What follows belongs to an exercise in optimizing a design on an open flow for a short achievable clock period and few clock cycles; a production flow would make more cautious choices. The RTL was checked by simulation tests, not by an equivalence proof against the original design. Power figures rest on the tool's default switching activity, not on a simulated workload.

--- flow/run.sh ---
#!/bin/bash
# synth_recipe.tcl (not shown) runs the flow's synth.tcl, then flattens the netlist and writes it again
# the make line also repeats each setting of config.mk as NAME=value (left out here)
make -C /OpenROAD-flow-scripts/flow DESIGN_CONFIG=/design/flow/config.mk WORK_HOME=/design/flow/orfs CLKGATE_MAP_FILE= SYNTH_SCRIPT=/design/flow/synth_recipe.tcl finish
--- flow/config.mk ---
export PLATFORM = sky130hd
export DESIGN_NAME = riscCore
export DESIGN_NICKNAME = riscCore
export VERILOG_FILES = /design/flow/design.v
export SDC_FILE = /design/flow/constraint.sdc
export NUM_CORES = 8
export LEC_CHECK = 0
export CAP_MARGIN = 20
export CORE_MARGIN = 2
export CORE_UTILIZATION = 30
export SLEW_MARGIN = 20
--- flow/constraint.sdc ---
create_clock -name core_clock -period 10.0 [get_ports {CLK}]
set_input_delay 2.0000 -clock core_clock [delete_from_list [all_inputs] [get_ports {CLK}]]
set_output_delay 2.0000 -clock core_clock [all_outputs]
set_load 0.01 [all_outputs]
--- flow/design.v ---
package riscPkg;
    localparam int XLEN         = 64;
    localparam int instrWidth   = 32;
    localparam int regAddrWidth = 5;
    localparam logic [6:0] opcOp     = 7'b0110011;
    localparam logic [6:0] opcOpImm  = 7'b0010011;
    localparam logic [6:0] opcLoad   = 7'b0000011;
    localparam logic [6:0] opcStore  = 7'b0100011;
    localparam logic [6:0] opcBranch = 7'b1100011;
    localparam logic [6:0] opcLui    = 7'b0110111;
    localparam logic [2:0] f3AddSub = 3'b000;    
    localparam logic [2:0] f3Ld     = 3'b011;
    localparam logic [2:0] f3Sd     = 3'b011;
    localparam logic [2:0] f3Beq    = 3'b000;
    localparam logic [2:0] f3Bne    = 3'b001;
    localparam logic [6:0] f7Sub = 7'b0100000;
    typedef struct packed {
        logic [6:0]              funct7;
        logic [regAddrWidth-1:0] rs2;
        logic [regAddrWidth-1:0] rs1;
        logic [2:0]              funct3;
        logic [regAddrWidth-1:0] rd;
        logic [6:0]              opcode;
    } rFmtT;
    typedef struct packed {
        logic [11:0]             imm;
        logic [regAddrWidth-1:0] rs1;
        logic [2:0]              funct3;
        logic [regAddrWidth-1:0] rd;
        logic [6:0]              opcode;
    } iFmtT;
    typedef struct packed {
        logic [6:0]              immHi;
        logic [regAddrWidth-1:0] rs2;
        logic [regAddrWidth-1:0] rs1;
        logic [2:0]              funct3;
        logic [4:0]              immLo;
        logic [6:0]              opcode;
    } sFmtT;
    typedef struct packed {
        logic                    imm12;
        logic [5:0]              imm10to5;
        logic [regAddrWidth-1:0] rs2;
        logic [regAddrWidth-1:0] rs1;
        logic [2:0]              funct3;
        logic [3:0]              imm4to1;
        logic                    imm11;
        logic [6:0]              opcode;
    } bFmtT;
    typedef struct packed {
        logic [19:0]             imm;
        logic [regAddrWidth-1:0] rd;
        logic [6:0]              opcode;
    } uFmtT;
    typedef union packed {
        rFmtT r;
        iFmtT i;
        sFmtT s;
        bFmtT b;
        uFmtT u;
    } instrWordT;
    typedef enum logic [3:0] {
        opAdd, opSub, opAddi, opLoad, opStore, opBeq, opBne, opLui, opNone
    } opClassT;
    typedef enum logic [1:0] {aluAdd, aluSub, aluPassB} aluOpT;
    typedef enum logic [1:0] {srcPc, srcFetchPc, srcRegA} srcASelT;
    typedef enum logic [1:0] {srcFour, srcImm, srcRegB} srcBSelT;
endpackage
`timescale 1ns/100ps
module instrDecoder (
    input  riscPkg::instrWordT               instrReg,
    output riscPkg::opClassT                 opClass,
    output logic [riscPkg::regAddrWidth-1:0] rs1,
    output logic [riscPkg::regAddrWidth-1:0] rs2,
    output logic [riscPkg::regAddrWidth-1:0] rd,
    output logic [riscPkg::XLEN-1:0]         imm
);
    logic [6:0] opcode;
    assign opcode = instrReg.r.opcode;
    assign rs1    = instrReg.r.rs1;    
    assign rs2    = instrReg.r.rs2;
    assign rd     = instrReg.r.rd;
    always_comb begin
        opClass = riscPkg::opNone;
        case (opcode)
            riscPkg::opcOp: begin
                if (instrReg.r.funct3 == riscPkg::f3AddSub) begin
                    if (instrReg.r.funct7 == 7'b0000000) opClass = riscPkg::opAdd;
                    else if (instrReg.r.funct7 == riscPkg::f7Sub) opClass = riscPkg::opSub;
                end
            end
            riscPkg::opcOpImm: if (instrReg.i.funct3 == riscPkg::f3AddSub) opClass = riscPkg::opAddi;
            riscPkg::opcLoad:  if (instrReg.i.funct3 == riscPkg::f3Ld) opClass = riscPkg::opLoad;
            riscPkg::opcStore: if (instrReg.s.funct3 == riscPkg::f3Sd) opClass = riscPkg::opStore;
            riscPkg::opcBranch: begin
                if (instrReg.b.funct3 == riscPkg::f3Beq) opClass = riscPkg::opBeq;
                else if (instrReg.b.funct3 == riscPkg::f3Bne) opClass = riscPkg::opBne;
            end
            riscPkg::opcLui:   opClass = riscPkg::opLui;
            default:  opClass = riscPkg::opNone;
        endcase
    end
    always_comb begin
        case (opcode)
            riscPkg::opcOpImm, riscPkg::opcLoad: imm = {{52{instrReg.i.imm[11]}}, instrReg.i.imm};
            riscPkg::opcStore: imm = {{52{instrReg.s.immHi[6]}}, instrReg.s.immHi, instrReg.s.immLo};
            riscPkg::opcBranch: begin
                imm = {{51{instrReg.b.imm12}}, instrReg.b.imm12, instrReg.b.imm11,
                       instrReg.b.imm10to5, instrReg.b.imm4to1, 1'b0};    
            end
            riscPkg::opcLui:   imm = {{32{instrReg.u.imm[19]}}, instrReg.u.imm, 12'b0};
            default:  imm = '0;
        endcase
    end
endmodule
`timescale 1ns/100ps
module controlFsm (
    input  logic    CLK,
    input  logic    RST,
    input  riscPkg::opClassT opClass,
    input  logic    aluZero,
    input  logic    busDone,
    output logic    busReq,
    output logic    busWrite,
    output logic    busFetch,
    output logic    pcWrite,
    output logic    pcFromAlu,
    output logic    abWrite,
    output logic    aluOutWrite,
    output riscPkg::srcASelT srcASel,
    output riscPkg::srcBSelT srcBSel,
    output riscPkg::aluOpT   aluOp,
    output logic    regWrite,
    output logic    wbSelMem
);
    typedef enum logic [2:0] {
        stFetch, stDecode, stExecute, stBranch, stMemRead, stMemWrite, stWriteBack
    } stateT;
    stateT state;
    stateT nextState;
    logic  busBusy;    
    always_ff @(posedge CLK, posedge RST) begin
        if (RST) begin
            state   <= stFetch;
            busBusy <= 1'b0;
        end else begin
            state <= nextState;
            if (busDone) busBusy <= 1'b0;
            else if (busReq) busBusy <= 1'b1;
        end
    end
    always_comb begin
        nextState   = state;
        busReq      = 1'b0;
        busWrite    = 1'b0;
        busFetch    = 1'b0;
        pcWrite     = 1'b0;
        pcFromAlu   = 1'b0;
        abWrite     = 1'b0;
        aluOutWrite = 1'b0;
        srcASel     = riscPkg::srcPc;
        srcBSel     = riscPkg::srcImm;
        aluOp       = riscPkg::aluAdd;
        regWrite    = 1'b0;
        wbSelMem    = 1'b0;
        case (state)
            stFetch: begin
                busReq   = !busBusy;
                busFetch = 1'b1;
                srcBSel  = riscPkg::srcFour;    
                if (busDone) begin
                    pcWrite   = 1'b1;
                    nextState = stDecode;
                end
            end
            stDecode: begin
                abWrite     = 1'b1;
                aluOutWrite = 1'b1;
                srcASel     = riscPkg::srcFetchPc;    
                case (opClass)
                    riscPkg::opBeq, riscPkg::opBne: nextState = stBranch;
                    riscPkg::opNone:       nextState = stFetch;
                    default:      nextState = stExecute;
                endcase
            end
            stExecute: begin
                aluOutWrite = 1'b1;
                srcASel     = riscPkg::srcRegA;
                if (opClass == riscPkg::opAdd || opClass == riscPkg::opSub) srcBSel = riscPkg::srcRegB;
                if (opClass == riscPkg::opSub) aluOp = riscPkg::aluSub;
                if (opClass == riscPkg::opLui) aluOp = riscPkg::aluPassB;
                if (opClass == riscPkg::opLoad) nextState = stMemRead;
                else if (opClass == riscPkg::opStore) nextState = stMemWrite;
                else nextState = stWriteBack;
            end
            stBranch: begin
                srcASel = riscPkg::srcRegA;
                srcBSel = riscPkg::srcRegB;
                aluOp   = riscPkg::aluSub;
                if ((opClass == riscPkg::opBeq && aluZero) || (opClass == riscPkg::opBne && !aluZero)) begin
                    pcWrite   = 1'b1;
                    pcFromAlu = 1'b1;
                end
                nextState = stFetch;
            end
            stMemRead: begin
                busReq = !busBusy;
                if (busDone) nextState = stWriteBack;
            end
            stMemWrite: begin
                busReq   = !busBusy;
                busWrite = 1'b1;
                if (busDone) nextState = stFetch;
            end
            stWriteBack: begin
                regWrite  = 1'b1;
                wbSelMem  = (opClass == riscPkg::opLoad);
                nextState = stFetch;
            end
            default: nextState = stFetch;
        endcase
    end
endmodule
`timescale 1ns/100ps
module busMaster (
    input  logic            CLK,
    input  logic            RST,
    input  logic            busReq,
    input  logic            busWrite,
    input  logic            busFetch,
    input  logic [riscPkg::XLEN-1:0] pc,
    input  logic [riscPkg::XLEN-1:0] aluOut,
    input  logic [riscPkg::XLEN-1:0] storeData,
    output logic            busDone,
    output riscPkg::instrWordT       instrReg,
    output logic [riscPkg::XLEN-1:0] mdr,
    output logic            wbCyc,
    output logic            wbStb,
    output logic            wbWe,
    output logic [riscPkg::XLEN-1:0] wbAdr,
    output logic [riscPkg::XLEN-1:0] wbDatOut,
    input  logic [riscPkg::XLEN-1:0] wbDatIn,
    input  logic            wbAck
);
    logic cycActive;
    logic fetchCycle;
    logic startCycle;
    assign startCycle = busReq && !cycActive;
    assign wbCyc      = cycActive;
    assign wbStb      = cycActive;
    assign busDone    = cycActive && wbAck;
    always_ff @(posedge CLK, posedge RST) begin
        if (RST) begin
            cycActive  <= 1'b0;
            wbWe       <= 1'b0;
            fetchCycle <= 1'b0;
        end else if (busDone) begin
            cycActive <= 1'b0;    
            wbWe      <= 1'b0;
        end else if (startCycle) begin
            cycActive  <= 1'b1;
            wbWe       <= busWrite;
            fetchCycle <= busFetch;
        end
    end
    always_ff @(posedge CLK) begin
        if (startCycle) begin
            wbAdr    <= busFetch ? pc : aluOut;
            wbDatOut <= storeData;
        end
        if (busDone && fetchCycle) begin
            instrReg <= wbAdr[2] ? wbDatIn[riscPkg::XLEN-1:riscPkg::instrWidth] : wbDatIn[riscPkg::instrWidth-1:0];
        end
        if (busDone && !fetchCycle && !wbWe) mdr <= wbDatIn;    
    end
endmodule
`timescale 1ns/100ps
module regFile (
    input  logic                    CLK,
    input  logic                    RST,
    input  logic [riscPkg::regAddrWidth-1:0] rs1,
    input  logic [riscPkg::regAddrWidth-1:0] rs2,
    input  logic [riscPkg::regAddrWidth-1:0] rd,
    input  logic                    regWrite,
    input  logic [riscPkg::XLEN-1:0]         writeData,
    output logic [riscPkg::XLEN-1:0]         rdata1,
    output logic [riscPkg::XLEN-1:0]         rdata2
);
    logic [riscPkg::XLEN-1:0] regs [2**riscPkg::regAddrWidth];
    always_ff @(posedge CLK, posedge RST) begin
        if (RST) begin
            for (int i = 0; i < 2**riscPkg::regAddrWidth; i++) begin
                regs[i] <= '0;
            end
        end else if (regWrite && rd != '0) begin    
            regs[rd] <= writeData;
        end
    end
    assign rdata1 = regs[rs1];
    assign rdata2 = regs[rs2];
endmodule
`timescale 1ns/100ps
module executeUnit #(
    parameter logic [riscPkg::XLEN-1:0] resetPc = '0
) (
    input  logic            CLK,
    input  logic            RST,
    input  logic [riscPkg::XLEN-1:0] imm,
    input  logic [riscPkg::XLEN-1:0] rdata1,
    input  logic [riscPkg::XLEN-1:0] rdata2,
    input  logic [riscPkg::XLEN-1:0] mdr,
    input  logic            wbSelMem,
    input  logic            pcWrite,
    input  logic            pcFromAlu,
    input  logic            abWrite,
    input  logic            aluOutWrite,
    input  riscPkg::srcASelT         srcASel,
    input  riscPkg::srcBSelT         srcBSel,
    input  riscPkg::aluOpT           aluOp,
    output logic [riscPkg::XLEN-1:0] pc,
    output logic [riscPkg::XLEN-1:0] aluOut,
    output logic [riscPkg::XLEN-1:0] storeData,
    output logic [riscPkg::XLEN-1:0] writeData,
    output logic            aluZero
);
    logic [riscPkg::XLEN-1:0] fetchPc;
    logic [riscPkg::XLEN-1:0] regA;
    logic [riscPkg::XLEN-1:0] regB;
    logic [riscPkg::XLEN-1:0] opA;
    logic [riscPkg::XLEN-1:0] opB;
    logic [riscPkg::XLEN-1:0] aluResult;
    always_comb begin
        case (srcASel)
            riscPkg::srcPc:      opA = pc;
            riscPkg::srcFetchPc: opA = fetchPc;
            default:    opA = regA;
        endcase
        case (srcBSel)
            riscPkg::srcFour: opB = riscPkg::XLEN'(4);
            riscPkg::srcImm:  opB = imm;
            default: opB = regB;
        endcase
        case (aluOp)
            riscPkg::aluSub:   aluResult = opA - opB;
            riscPkg::aluPassB: aluResult = opB;    
            default:  aluResult = opA + opB;
        endcase
    end
    assign aluZero   = (aluResult == '0);
    assign storeData = regB;
    assign writeData = wbSelMem ? mdr : aluOut;
    always_ff @(posedge CLK, posedge RST) begin
        if (RST) begin
            pc      <= resetPc;
            fetchPc <= resetPc;
        end else if (pcWrite) begin
            pc <= pcFromAlu ? aluOut : aluResult;
            if (!pcFromAlu) fetchPc <= pc;
        end
    end
    always_ff @(posedge CLK) begin
        if (abWrite) begin
            regA <= rdata1;
            regB <= rdata2;
        end
        if (aluOutWrite) aluOut <= aluResult;
    end
endmodule
`timescale 1ns/100ps
module riscCore #(
    parameter logic [riscPkg::XLEN-1:0] resetPc = '0
) (
    input  logic            CLK,
    input  logic            RST,
    output logic            wbCyc,
    output logic            wbStb,
    output logic            wbWe,
    output logic [riscPkg::XLEN-1:0] wbAdr,
    output logic [riscPkg::XLEN-1:0] wbDatOut,
    input  logic [riscPkg::XLEN-1:0] wbDatIn,
    input  logic            wbAck
);
    logic                    busReq;
    logic                    busWrite;
    logic                    busFetch;
    logic                    busDone;
    riscPkg::instrWordT               instrReg;
    logic [riscPkg::XLEN-1:0]         mdr;
    riscPkg::opClassT                 opClass;
    logic [riscPkg::regAddrWidth-1:0] rs1;
    logic [riscPkg::regAddrWidth-1:0] rs2;
    logic [riscPkg::regAddrWidth-1:0] rd;
    logic [riscPkg::XLEN-1:0]         imm;
    logic                    pcWrite;
    logic                    pcFromAlu;
    logic                    abWrite;
    logic                    aluOutWrite;
    riscPkg::srcASelT                 srcASel;
    riscPkg::srcBSelT                 srcBSel;
    riscPkg::aluOpT                   aluOp;
    logic                    aluZero;
    logic                    regWrite;
    logic                    wbSelMem;
    logic [riscPkg::XLEN-1:0]         rdata1;
    logic [riscPkg::XLEN-1:0]         rdata2;
    logic [riscPkg::XLEN-1:0]         writeData;
    logic [riscPkg::XLEN-1:0]         storeData;
    logic [riscPkg::XLEN-1:0]         pc;
    logic [riscPkg::XLEN-1:0]         aluOut;
    busMaster i_busMaster (
        .CLK, .RST, .busReq, .busWrite, .busFetch, .pc, .aluOut, .storeData,
        .busDone, .instrReg, .mdr,
        .wbCyc, .wbStb, .wbWe, .wbAdr, .wbDatOut, .wbDatIn, .wbAck
    );
    instrDecoder i_instrDecoder (
        .instrReg, .opClass, .rs1, .rs2, .rd, .imm
    );
    controlFsm i_controlFsm (
        .CLK, .RST, .opClass, .aluZero, .busDone,
        .busReq, .busWrite, .busFetch,
        .pcWrite, .pcFromAlu, .abWrite, .aluOutWrite,
        .srcASel, .srcBSel, .aluOp, .regWrite, .wbSelMem
    );
    regFile i_regFile (
        .CLK, .RST, .rs1, .rs2, .rd, .regWrite, .writeData, .rdata1, .rdata2
    );
    executeUnit #(.resetPc(resetPc)) i_executeUnit (
        .CLK, .RST, .imm, .rdata1, .rdata2, .mdr, .wbSelMem,
        .pcWrite, .pcFromAlu, .abWrite, .aluOutWrite,
        .srcASel, .srcBSel, .aluOp,
        .pc, .aluOut, .storeData, .writeData, .aluZero
    );
endmodule
==> flow_metrics.env, run 1 <==
export IMPL_synth_warnings=6
export IMPL_slowest_stage="a21oi_1"
export IMPL_synth_top_area_frac=0.444
export IMPL_synth_common_cells="nand2_1 (2421), dfrtp_1 (2183), o21ai_0 (2141)"
export IMPL_critPathLaunchType="flip-flop"
export IMPL_tightest_slew_ns=1.35
export IMPL_setup_violations=0
export IMPL_ant_nets=0
export IMPL_design_area_um2=141000
export IMPL_report_final_slew_viol_count=0
export IMPL_grt_pass1_vias=107992
export IMPL_fill_cells=41287
export IMPL_htreeDepth=5
export IMPL_path_common_cell="nand4_1"
export IMPL_crit_buf_inv=3
export IMPL_cts_reportedPaths_clkPinSlew_ns=0.06
export IMPL_place_congestion=1.00
export IMPL_avgRoutedWirePerCell_um=36.5
export IMPL_required_ns=10.79
export IMPL_syn_area_um2=123000
export IMPL_cts_buffer_depth=4
export IMPL_arrival_ns=10.42
export IMPL_dr_first_iter_drc_count=20082
export IMPL_final_cells=17840
export IMPL_fp_dieH_um=644
export IMPL_drt_wl_total_mm=651
export IMPL_cp_max_fo=28
export IMPL_synth_async_reset_ratio=0.840
export IMPL_grt_pass1_wl_mm=891
export IMPL_via_count=117023
export IMPL_vdd_drop_max_mv=0.132
export IMPL_drive_gt1_frac=0.0898
export IMPL_rsz0062_at_grt="no"
export IMPL_viasPerCell=6.56
export IMPL_ys_flop_type="dfrtp_1"
export IMPL_cp_end_kind="flip-flop"
export IMPL_cts_root_buf="clkbuf_16"
export IMPL_dp_hpwl_mm=364
export IMPL_max_freq_mhz=104
export IMPL_hold_viol_final=0
export IMPL_critPathTopFamily="simple AND/OR/NAND/NOR gates"
export IMPL_holdBufCountCts=0
export IMPL_synth_area_top_cells="dfrtp_1 (44%), edfxtp_1 (10%), o21ai_0 (8.7%)"
export IMPL_syn2layout_area_growth_pct=14.6
export IMPL_initial_core_util=0.301
export IMPL_io_buffers=197
export IMPL_std_cell_rows=235
export IMPL_multi_input_area_um2=52200
export IMPL_seq_area_frac_synth=0.545
export IMPL_core_area_um2=409000
export IMPL_regArea_um2=67100
export IMPL_status="complete, no violations"
export IMPL_syn_area_per_cell_um2=9.79
export IMPL_cts_buffers=275
export IMPL_ios=198
export IMPL_antenna_found_initial=52
export IMPL_drcViolationCount=0
export IMPL_yosys_area_top_type="dfrtp_1"
export IMPL_dpl_cell_area_um2=132000
export IMPL_crit_type="flip-flop to flip-flop"
export IMPL_skew_ns=0.0517
export IMPL_leakage_nw=56.9
export IMPL_die_w_um=644
export IMPL_synth_edf_count=416
export IMPL_syn_num_nets=12705
export IMPL_gr_usage_all_layers=0.301
export IMPL_relSlewSlack=0.100
export IMPL_insertion_delay_ns=0.92
export IMPL_max_stage_delay_ns=0.68
export IMPL_synth_most_common_cell="nand2_1"
export IMPL_fin_crit_ns=9.62
export IMPL_ys_ff_latch=2599
export IMPL_min_path_type="flip-flop to flip-flop"
export IMPL_power_density_nw_per_um2=154
export IMPL_dp_cells=17307
export IMPL_drtPass1Iterations=7
export IMPL_cts_tree="done"
export IMPL_grt_max_degree=175
export IMPL_dieArea_um2=415000
export IMPL_drv_cap=0
export IMPL_overflow=0
export IMPL_finish_utilization=0.345
export IMPL_synth_distinct_cells=93
export IMPL_finalCritPeriodShare=0.962
export IMPL_synthCells=12571
export IMPL_clock_sinks=2599
export IMPL_nets=12276
## state kept, by name (all words and copies together), names as in the netlist
register	flops
i_regFile.regs	2048
i_controlFsm.busBusy	1
i_busMaster.wbDatOut	64
i_busMaster.instrReg	32
i_executeUnit.fetchPc	64
i_executeUnit.regB	64
i_controlFsm.state	3
i_busMaster.wbAdr	64
i_busMaster.cycActive	1
i_executeUnit.aluOut	64
i_busMaster.fetchCycle	1
i_executeUnit.pc	64
i_busMaster.wbWe	1
i_busMaster.mdr	64
i_executeUnit.regA	64
## power by group
group,internal [mW],total (mW),switching (mW)
sequential,10.7,10.7,0
combinational,0.0403,0.260,0.220
clock,6.12,10.7,4.58
## layer usage
layer / track usage / routed length, um
met4: 0.203 / 55300
met3: 0.122 / 101000
met1: 0.375 / 233000
met2: 0.424 / 261000
met5: 0.00740 / 401
## cell type report
class | count | area share
Tap cell | 5451 | 0.0484
Antenna cell | 45 | 0.000798
Clock inverter | 77 | 0.00678
Timing Repair Buffer | 572 | 0.0395
Clock buffer | 402 | 0.0574
Sequential cell | 2599 | 0.476
Multi-Input combinational cell | 8653 | 0.370
Inverter | 41 | 0.00112
## layout by cell type, fill, tap and decap left out, types with 68 or more instances in the layout
master	netlist	final
buf_4	1	314
a221oi_1	648	648
nand4_1	286	286
nand3_1	172	171
clkdlybuf4s50_1	0	197
nor2_4	0	68
o21ai_0	2141	2140
edfxtp_1	416	416
a22oi_1	728	728
o32a_1	128	128
a22o_1	645	645
clkbuf_16	0	287
mux2_2	101	101
dfrtp_1	2183	2181
nand2_1	2421	2388
nor2_1	271	202
a21oi_1	315	314
## per-stage QoR
step	TNS (ns)	worst slack, ns	power (mW)	hold WS (ns)
6_report	0	0.376	21.7	0.404
2_1_floorplan	-	-22.33	11.1	0.425
3_3_place_gp	-0.650	-0.0271	11.2	0.388
3_5_place_dp	0	0.0537	11.2	0.392
4_1_cts	0	0.0260	21.7	0.407
5_1_grt	0	0.0270	22.1	0.411
## worst paths after layout
check	from	endpoint	slack, ns	cells past startpoint
min	i_regFile.regs[0][35]$_DFFE_PP0P_	i_regFile.regs[0][35]$_DFFE_PP0P_	0.40	0
max in group asynchronous	RST	i_regFile.regs[9][8]$_DFFE_PP0P_	6.27	4
max	i_busMaster.instrReg[6]$_DFFE_PP_	i_executeUnit.pc[50]$_DFFE_PP0P_	0.38	29
min in group asynchronous	RST	i_regFile.regs[12][46]$_DFFE_PP0P_	1.51	2
min reg2reg	i_regFile.regs[0][35]$_DFFE_PP0P_	i_regFile.regs[0][35]$_DFFE_PP0P_	0.40	0
max reg2reg	i_busMaster.instrReg[6]$_DFFE_PP_	i_executeUnit.pc[50]$_DFFE_PP0P_	0.38	29
## timing repair
action | CTS | global route
resized for setup | 0 | 7
hold endpoints to repair | 0 | 0
setup endpoints to repair | 0 | 64
setup buffers | 0 | 2
## cells by family after synthesis
group           after synthesis  share of synthesized area
flops                      2599                      0.545
mux                         173                     0.0151
fa+ha+maj                    67                    0.00687
compound gates             4929                      0.269
buf+inv                    1319                     0.0408
xor+xnor                     80                    0.00569
simple gates               3404                      0.117
Testbench counts, summed over its fixed seeds: cycles 34,541.
==> run 2: changes to the inputs <==
--- a/flow/config.mk
+++ b/flow/config.mk
@@ -5,7 +5,9 @@
 export SDC_FILE = /design/flow/constraint.sdc
 export NUM_CORES = 8
 export LEC_CHECK = 0
+export ABC_CLOCK_PERIOD_IN_PS = 1500
 export CAP_MARGIN = 20
 export CORE_MARGIN = 2
 export CORE_UTILIZATION = 30
+export SETUP_SLACK_MARGIN = 5
 export SLEW_MARGIN = 20
==> flow_metrics.env, run 2 <==
export IMPL_status="complete, no violations"
export IMPL_syn_area_um2=123000
export IMPL_min_path_type="flip-flop to flip-flop"
export IMPL_viasPerCell=6.57
export IMPL_finalCritPeriodShare=0.859
export IMPL_drt_wl_total_mm=655
export IMPL_cts_buffer_depth=4
export IMPL_slowest_stage="or4_4"
export IMPL_cp_max_fo=7
export IMPL_die_w_um=644
export IMPL_path_common_cell="buf_4"
export IMPL_drcViolationCount=0
export IMPL_seq_area_frac_synth=0.545
export IMPL_synth_most_common_cell="nand2_1"
export IMPL_yosys_area_top_type="dfrtp_1"
export IMPL_insertion_delay_ns=0.92
export IMPL_finish_utilization=0.353
export IMPL_cts_tree="done"
export IMPL_syn_num_nets=12705
export IMPL_max_freq_mhz=116
export IMPL_ys_flop_type="dfrtp_1"
export IMPL_syn2layout_area_growth_pct=17.4
export IMPL_cts_root_buf="clkbuf_16"
export IMPL_dpl_cell_area_um2=132000
export IMPL_std_cell_rows=235
export IMPL_clock_sinks=2599
export IMPL_syn_area_per_cell_um2=9.79
export IMPL_synth_warnings=6
export IMPL_initial_core_util=0.301
export IMPL_holdWs_ns=0.406
export IMPL_layout_common_cells="nand2_1 (2361), dfrtp_1 (2181), o21ai_0 (2096)"
export IMPL_skew_ns=0.0526
export IMPL_fill_cells=41004
export IMPL_cts_reportedPaths_clkPinSlew_ns=0.06
export IMPL_hold_viol_final=0
export IMPL_vdd_drop_max_mv=0.129
export IMPL_synth_area_top_cells="dfrtp_1 (44%), edfxtp_1 (10%), o21ai_0 (8.7%)"
export IMPL_leakage_nw=58.3
export IMPL_design_area_um2=144000
export IMPL_drive_gt1_frac=0.123
export IMPL_fin_crit_ns=8.59
export IMPL_regArea_um2=67100
export IMPL_antenna_found_initial=51
export IMPL_io_buffers=197
export IMPL_arrival_ns=9.43
export IMPL_required_ns=10.83
export IMPL_avgRoutedWirePerCell_um=36.3
export IMPL_top_register="i_regFile.regs"
export IMPL_synth_distinct_cells=93
export IMPL_multi_input_area_um2=54000
export IMPL_overflow=0
export IMPL_ys_ff_latch=2599
export IMPL_grt_max_degree=175
export IMPL_nets=12444
export IMPL_drv_cap=0
export IMPL_synth_edf_count=416
export IMPL_report_final_slew_viol_count=0
export IMPL_power_density_nw_per_um2=150
export IMPL_ios=198
export IMPL_fp_dieH_um=644
export IMPL_grt_pass1_wl_mm=897
export IMPL_dr_first_iter_drc_count=20267
export IMPL_htreeDepth=5
export IMPL_cp_end_kind="flip-flop"
export IMPL_drtPass1Iterations=9
export IMPL_max_stage_delay_ns=0.54
export IMPL_place_congestion=1.00
export IMPL_cts_buffers=275
export IMPL_core_area_um2=409000
export IMPL_final_common_cell="nand2_1"
export IMPL_dieArea_um2=415000
export IMPL_synth_top_area_frac=0.444
export IMPL_ant_nets=0
export IMPL_setup_violations=0
export IMPL_synth_common_cells="nand2_1 (2421), dfrtp_1 (2183), o21ai_0 (2141)"
export IMPL_relSlewSlack=0.0994
export IMPL_via_count=118440
export IMPL_rsz0062_at_grt="yes"
export IMPL_finalPower_mw=21.7
export IMPL_critPathLaunchType="flip-flop"
export IMPL_dp_hpwl_mm=364
export IMPL_synth_async_reset_ratio=0.840
export IMPL_gr_usage_all_layers=0.303
export IMPL_synthCells=12571
export IMPL_crit_type="flip-flop to flip-flop"
export IMPL_grt_pass1_vias=109229
export IMPL_tightest_slew_ns=1.35
export IMPL_largest_register_ffs=2048
-- run 2: stage by stage --
stage | setup slack, ns | setup TNS (ns) | std cells
after floorplan | -22.33 | - | 12571
after global placement | -0.0271 | -0.650 | 17300
after detailed placement | 0.0537 | 0 | 17307
after CTS | 1.47 | 0 | 17916
after global routing | 1.23 | 0 | 17969
final | 1.41 | 0 | 18018
-- run 2: cell families after synthesis --
logic type / share of synthesized area
adders and majority gates: 0.00687
DFF: 0.545
muxes: 0.0151
xor gates and xnor gates: 0.00569
buffers and inverters: 0.0408
and+or+nand+nor: 0.117
AOI/OAI and AO/OA: 0.269
-- run 2: layout make-up --
cell class	count	area share
Timing Repair Buffer	740	0.0495
Tap cell	5451	0.0472
Clock buffer	402	0.0561
Antenna cell	55	0.000953
Sequential cell	2599	0.465
Inverter	41	0.00109
Clock inverter	77	0.00662
Multi-Input combinational cell	8653	0.374
-- run 2: critical path: cells and delay by family, from the launching register on --
family                     cells  cell delay, ns
and+or+nand+nor               16            3.70
DFF                            1            0.48
adders and majority gates      2            0.62
AOI/OAI and AO/OA             12            2.34
buffers and inverters          8            1.37
-- run 2: worst paths after layout --
| check | end | startpoint | slack [ns] | cells after the start |
|---|---|---|---|---|
| max | i_executeUnit.pc[63]$_DFFE_PP0P_ | i_busMaster.instrReg[6]$_DFFE_PP_ | 1.41 | 38 |
| min | i_regFile.regs[0][35]$_DFFE_PP0P_ | i_regFile.regs[0][35]$_DFFE_PP0P_ | 0.41 | 0 |
| max reg2reg | i_executeUnit.pc[63]$_DFFE_PP0P_ | i_busMaster.instrReg[6]$_DFFE_PP_ | 1.41 | 38 |
| min reg2reg | i_regFile.regs[0][35]$_DFFE_PP0P_ | i_regFile.regs[0][35]$_DFFE_PP0P_ | 0.41 | 0 |
| max in group asynchronous | i_regFile.regs[9][8]$_DFFE_PP0P_ | RST | 6.25 | 4 |
| min in group asynchronous | i_regFile.regs[12][46]$_DFFE_PP0P_ | RST | 1.51 | 2 |
-- run 2: power breakdown --
part / switching (mW) / leakage (nW) / internal [mW]
clock network: 4.60 / 4.44 / 6.12
logic: 0.221 / 20.2 / 0.0403
registers: 0 / 33.6 / 10.7
total: 4.82 / 58.3 / 16.9
-- run 2: per-layer routing --
layer,global-route usage,share of wire,vias to the layer above,wire [um]
met4,0.206,0.086,28,56100
met1,0.376,0.36,57530,233000
met2,0.428,0.40,11114,264000
met3,0.124,0.15,3389,101000
li1,-,-,46379,-
met5,0.00740,0.00048,-,317
-- run 2: repair_timing --
item | in CTS | in global routing
gates resized for setup | 351 | 97
setup endpoints to repair | 121 | 122
pin swaps | 121 | 96
hold buffers | 0 | 0
cloned | 4 | 3
buffers inserted | 126 | 37

-- what the ideal ports hide --
The flow's constraints put no driver on any port. The routed layouts listed below were extracted and timed again, unchanged, in two steps. Step 1: set_driving_cell puts a clkbuf_16 on CLK and a buf_2 on each other input, an assumption about the parent block. Step 2, shift: input delay + t, output delay - t, t = (earliest + latest rising clock arrival at the registers) / 2. This alone moves slack from input paths to output paths. a / b / c = ideal ports / drivers / drivers and shift; a / b = the first two.
| run | t, ns | setup WS [ns] | clock arrival spread, ns |
|---|---|---|---|
| run 1 | 1.008 | 0.376 / 0.376 / 0.376 | 0.058 / 0.058 |
| run 2 | 1.002 | 1.405 / 1.405 / 1.405 | 0.059 / 0.059 |
After both steps every run listed still meets setup and hold.
